This design comes from an exercise in tuning for small area, a short achievable clock period and few clock cycles on the open sky130 flow, not from production work.
Function was checked by simulation only, so behaviour that the tests miss may differ from the original.

==> build 87 <==
==> flow/design.v (excerpt) <==
module trig_unit (
	input logic clk,
	input logic reset,
	input logic s_awvalid,
	input logic [3:0] s_awaddr,
	input logic s_wvalid,
	input logic [31:0] s_wdata,
	input logic s_bready,
	input logic s_arvalid,
	input logic [3:0] s_araddr,
	input logic s_rready,
	output logic s_awready,
	output logic s_wready,
	output logic s_bvalid,
	output logic [1:0] s_bresp,
	output logic s_arready,
	output logic s_rvalid,
	output logic [31:0] s_rdata,
	output logic [1:0] s_rresp
);
export LEC_CHECK = 0
export CAP_MARGIN = 20
export CORE_MARGIN = 2
export CORE_UTILIZATION = 60
export SETUP_SLACK_MARGIN = 5
export SLEW_MARGIN = 20
export SYNTH_HIERARCHICAL = 1
export SYNTH_MINIMUM_KEEP_SIZE = 0
create_clock -name core_clock -period 10.0 [get_ports {clk}]
standard.sh (not shown) runs the stock make flow with config.mk's settings and CLKGATE_MAP_FILE= SYNTH_SCRIPT=/design/flow/synth_recipe.tcl, a recipe that flattens the netlist after the stock synthesis.
==> flow/flow/run.sh <==
#!/bin/bash
set -euo pipefail
bash standard.sh SETUP_SLACK_MARGIN=5.6 finish > standard_flow.log 2>&1
==> trial 38: changes against build 87 <==
==> flow/flow/run.sh (replaced) <==
#!/bin/bash
set -euo pipefail
bash standard.sh SETUP_SLACK_MARGIN=5.9 finish > standard_flow.log 2>&1
==> comparison <==
Build 87 finished clean. Trial 38 finished with timing, DRC and antenna clean.
In sequential cell count, build 87 and trial 38 do not differ.
Against trial 38, the clock skew of build 87 is higher by 0.0051 ns.
In trial 38 the design area is larger than in build 87, by about 5%.
In trial 38 the non-clock buffer count is higher than in build 87, by 92.
Between build 87 and trial 38, the lower via count is in build 87 (gap about 4%, measured against trial 38).
Testbench counts of build 87, summed over its fixed seeds: cycles 11,258.
Testbench counts of trial 38, summed over its fixed seeds: cycles 11,258.

==> inputs of job 4435 <==
trig_unit, a different RTL version from the one above (not shown whole).
==> module sine_pipe, before the edit <==
module sine_pipe (
	input logic clk,
	input logic reset,
	input logic in_valid,
	input logic [20:0] angle,
	input logic cos_sel,
	output logic out_valid,
	output logic out_neg,
	output logic [16:0] out_mag
);
	logic [20:0] a0;
	logic c0;
	logic [2:0] up0;
	logic [2:0] dn0;
	logic n1;
	logic [17:0] u1;
	logic n2;
	logic [19:0] xx2;
	logic [17:0] lin2;
	logic n3;
	logic [16:0] t3;
	logic n4;
	logic [16:0] t4;
	logic [14:0] v4;
	logic [4:0] valid;
	logic [2:0] upw;
	logic [2:0] dnw;
	logic nw;
	logic [17:0] uw;
	logic [19:0] xxw;
	logic [17:0] linw;
	logic signed [17:0] ew;
	logic [16:0] tw;
	logic [14:0] vw;
	logic [16:0] mw;
	angle_range u_range (
		.angle(angle),
		.cos_sel(cos_sel),
		.up(upw),
		.dn(dnw)
	);
	angle_wrap u_wrap (
		.angle(a0),
		.cos_sel(c0),
		.up(up0),
		.dn(dn0),
		.neg(nw),
		.mag(uw)
	);
	sq_angle u_sq (
		.u(u1),
		.xx(xxw)
	);
	scale_lin u_lin (
		.u(u1),
		.neg(n1),
		.lin(linw)
	);
	scale_sq u_est (
		.lin(lin2),
		.xx(xx2),
		.est(ew)
	);
	assign tw[16] = ew[16] && !ew[17];
	assign tw[15:2] = ew[16] ? 14'd0 : ew[15:2];
	assign tw[1] = ew[17] ? ew[1] ^ ew[0] : ew[1];
	assign tw[0] = ew[0];
	sq_est u_sq_est (
		.t(t3[15:0]),
		.v(vw)
	);
	scale_refine u_refine (
		.t(t4[15:0]),
		.v(v4),
		.neg(n4),
		.mag(mw)
	);
	always_ff @(posedge clk) begin
		a0 <= angle;
		c0 <= cos_sel;
		up0 <= upw;
		dn0 <= dnw;
		n1 <= nw;
		u1 <= uw;
		n2 <= n1;
		xx2 <= xxw;
		lin2 <= linw;
		n3 <= n2 ^ ew[17];
		t3 <= tw;
		n4 <= n3;
		t4 <= t3;
		v4 <= vw;
	end
	always_ff @(posedge clk) begin
		if (reset)
			valid <= '0;
		else
			valid <= {valid[3:0], in_valid};
	end
	assign out_valid = valid[4];
	assign out_neg = n4;
	assign out_mag = {t4[16], 16'd0} | mw;
endmodule
make LEC_CHECK=0 CAP_MARGIN=20 CORE_MARGIN=2 CORE_UTILIZATION=60 CTS_CLUSTER_DIAMETER=60 CTS_CLUSTER_SIZE=40 SETUP_SLACK_MARGIN=5 SLEW_MARGIN=20 finish   # period 10.0 ns
run.sh (not shown) runs the stock make flow with config.mk's settings and CLKGATE_MAP_FILE= SYNTH_SCRIPT=/design/flow/synth_recipe.tcl, a recipe that flattens the netlist after the stock synthesis.
Stock flow here: none of the scripts above is used.
==> job 1655 (differences from job 4435) <==
- CORE_UTILIZATION: 60 -> 40
- CTS_CLUSTER_DIAMETER: 60 -> default
- CTS_CLUSTER_SIZE: 40 -> default
==> job 5474 (differences from job 4435) <==
--- a/flow/design.v
+++ b/flow/design.v
@@ -2295,7 +2295,7 @@
 	logic [19:0] xx2;
 	logic [17:0] lin2;
 	logic n3;
-	logic [16:0] t3;
+	logic signed [17:0] e3;
 	logic n4;
 	logic [16:0] t4;
 	logic [14:0] v4;
@@ -2338,12 +2338,9 @@
 		.xx(xx2),
 		.est(ew)
 	);
-	assign tw[16] = ew[16] && !ew[17];
-	assign tw[15:2] = ew[16] ? 14'd0 : ew[15:2];
-	assign tw[1] = ew[17] ? ew[1] ^ ew[0] : ew[1];
-	assign tw[0] = ew[0];
+	assign tw = e3[17] ? {15'd0, 2'(~e3[1:0]) + 2'd1} : e3[16:0];
 	sq_est u_sq_est (
-		.t(t3[15:0]),
+		.t(tw[15:0]),
 		.v(vw)
 	);
 	scale_refine u_refine (
@@ -2362,10 +2359,10 @@
 		n2 <= n1;
 		xx2 <= xxw;
 		lin2 <= linw;
-		n3 <= n2 ^ ew[17];
-		t3 <= tw;
-		n4 <= n3;
-		t4 <= t3;
+		n3 <= n2;
+		e3 <= ew;
+		n4 <= n3 ^ e3[17];
+		t4 <= tw;
 		v4 <= vw;
 	end
 	always_ff @(posedge clk) begin
==> flow/flow/run.sh (new file) <==
#!/bin/bash
# The standard layout, with timing repair aiming further below the clock period
set -euo pipefail
bash standard.sh SETUP_SLACK_MARGIN=6.5 finish > standard_flow.log 2>&1
==> flow/standard.sh (new file) <==
#!/bin/bash
# synth_recipe.tcl (not shown) runs the flow's synth.tcl, then flattens the netlist and writes it again
# the make line also repeats each setting of config.mk as NAME=value (left out here)
make -C /OpenROAD-flow-scripts/flow DESIGN_CONFIG=/design/flow/config.mk WORK_HOME=/design/flow/orfs CLKGATE_MAP_FILE= SYNTH_SCRIPT=/design/flow/synth_recipe.tcl "${@:-finish}"
- CORE_UTILIZATION: 60 -> 40
- CTS_CLUSTER_DIAMETER: 60 -> default
- CTS_CLUSTER_SIZE: 40 -> default
removed: flow/run.sh
==> job 4064 (differences from job 4435) <==
--- a/flow/design.v
+++ b/flow/design.v
@@ -2295,7 +2295,7 @@
 	logic [19:0] xx2;
 	logic [17:0] lin2;
 	logic n3;
-	logic [16:0] t3;
+	logic signed [17:0] e3;
 	logic n4;
 	logic [16:0] t4;
 	logic [14:0] v4;
@@ -2338,12 +2338,9 @@
 		.xx(xx2),
 		.est(ew)
 	);
-	assign tw[16] = ew[16] && !ew[17];
-	assign tw[15:2] = ew[16] ? 14'd0 : ew[15:2];
-	assign tw[1] = ew[17] ? ew[1] ^ ew[0] : ew[1];
-	assign tw[0] = ew[0];
+	assign tw = e3[17] ? {15'd0, 2'(~e3[1:0]) + 2'd1} : e3[16:0];
 	sq_est u_sq_est (
-		.t(t3[15:0]),
+		.t(tw[15:0]),
 		.v(vw)
 	);
 	scale_refine u_refine (
@@ -2362,10 +2359,10 @@
 		n2 <= n1;
 		xx2 <= xxw;
 		lin2 <= linw;
-		n3 <= n2 ^ ew[17];
-		t3 <= tw;
-		n4 <= n3;
-		t4 <= t3;
+		n3 <= n2;
+		e3 <= ew;
+		n4 <= n3 ^ e3[17];
+		t4 <= tw;
 		v4 <= vw;
 	end
 	always_ff @(posedge clk) begin
- CORE_UTILIZATION: 60 -> 40
- CTS_CLUSTER_DIAMETER: 60 -> default
- CTS_CLUSTER_SIZE: 40 -> default
- SETUP_SLACK_MARGIN: 5 -> default
==> key figures <==
Floorplan
  • Initial core utilization: 40.44%
  • Num tapcells: 940

Global routing
  • Largest net degree at the start of global routing: 31

Routing
  • Routed wire length: 60.52 mm

Cells and area
  • Fillcell total: 6694
  • CLK BUF: 37
  • NumNets Final: 3881

Critical path
  • CP Buf/Inv Count: 4
  • Setup crit end: u_top.u_sine.xx2[18]
  • Worst r2r path cells: 19

Placed design
  • Placer Congestion: 0.8362

Outcome
  • Status: complete, no violations
That was job 1655.
==> key figures <==
Cells and area
  • Fillcell total: 6821
  • NumNets Final: 3872
  • CLK BUF: 36

Critical path
  • Setup crit end: u_top.u_sine.xx2[17]

Outcome
  • Status: complete, no violations

Placed design
  • Placer Congestion: 0.8659
That was job 4064.
==> key figures <==
Outcome
  • Status: complete, no violations

Critical path
  • CP Buf/Inv Count: 5
  • Worst r2r path cells: 20
  • Setup crit end: u_top.u_sine.v4[7]

Cells and area
  • NumNets Final: 4070

Global routing
  • Largest net degree at the start of global routing: 26

Placed design
  • Placer Congestion: 0.8529

Routing
  • Routed wire length: 71.57 mm
That was job 5474.
==> key figures <==
Cells and area
  • CLK BUF: 23
  • Fillcell total: 3745

Global routing
  • Largest net degree at the start of global routing: 31

Placed design
  • Placer Congestion: 0.8803

Floorplan
  • Initial core utilization: 60.83%
  • Num tapcells: 607

Outcome
  • Status: complete, no violations

Routing
  • Routed wire length: 64.52 mm

Critical path
  • Worst r2r path cells: 20
  • CP Buf/Inv Count: 5
  • Setup crit end: u_top.u_sine.xx2[18]
That was job 4435.
Testbench counts of job 4435, summed over its fixed seeds: cycles 11,258.
Testbench counts of job 1655, summed over its fixed seeds: cycles 11,258.
Testbench counts of job 5474, summed over its fixed seeds: cycles 11,258.
Testbench counts of job 4064, summed over its fixed seeds: cycles 11,258.

[separate check: timing with driven ports]
The results above use ideal ports. As a check the final layouts listed here were re-extracted and re-timed, cells and wires unchanged.
Step 1 (the two cells are an assumption about what drives the block):
set clk [get_ports {clk}]
set_driving_cell -lib_cell sky130_fd_sc_hd__clkbuf_16 $clk
set_driving_cell -lib_cell sky130_fd_sc_hd__buf_2 [delete_from_list [all_inputs] $clk]
Step 2 also shifts input and output timing later by t, the mid clock arrival at the registers, as if the neighbouring blocks saw the same clock.
Slacks: no drivers / after step 1 / after step 2; pairs: no drivers / after step 1.
| run | t (ns) | slack for setup (ns) | worst hold slack (ns) |
|---|---|---|---|
| build 87 | 0.619 | 5.656 / 5.656 / 5.388 | 0.335 / 0.335 / 0.335 |
| trial 38 | 0.620 | 5.772 / 5.772 / 5.602 | 0.327 / 0.327 / 0.327 |
| job 4435 | 0.613 | 5.086 / 5.086 / 4.893 | 0.338 / 0.338 / 0.338 |
| job 1655 | 0.637 | 5.085 / 5.085 / 4.877 | 0.327 / 0.327 / 0.327 |
| job 5474 | 0.657 | 4.934 / 4.934 / 4.934 | 0.327 / 0.327 / 0.327 |
| job 4064 | 0.647 | 3.215 / 3.215 / 3.215 | 0.325 / 0.325 / 0.325 |
After both steps every run listed still meets setup and hold. For build 87, which loses most, drivers alone change the setup slack by 0.000 ns; drivers and shift together by -0.268 ns.
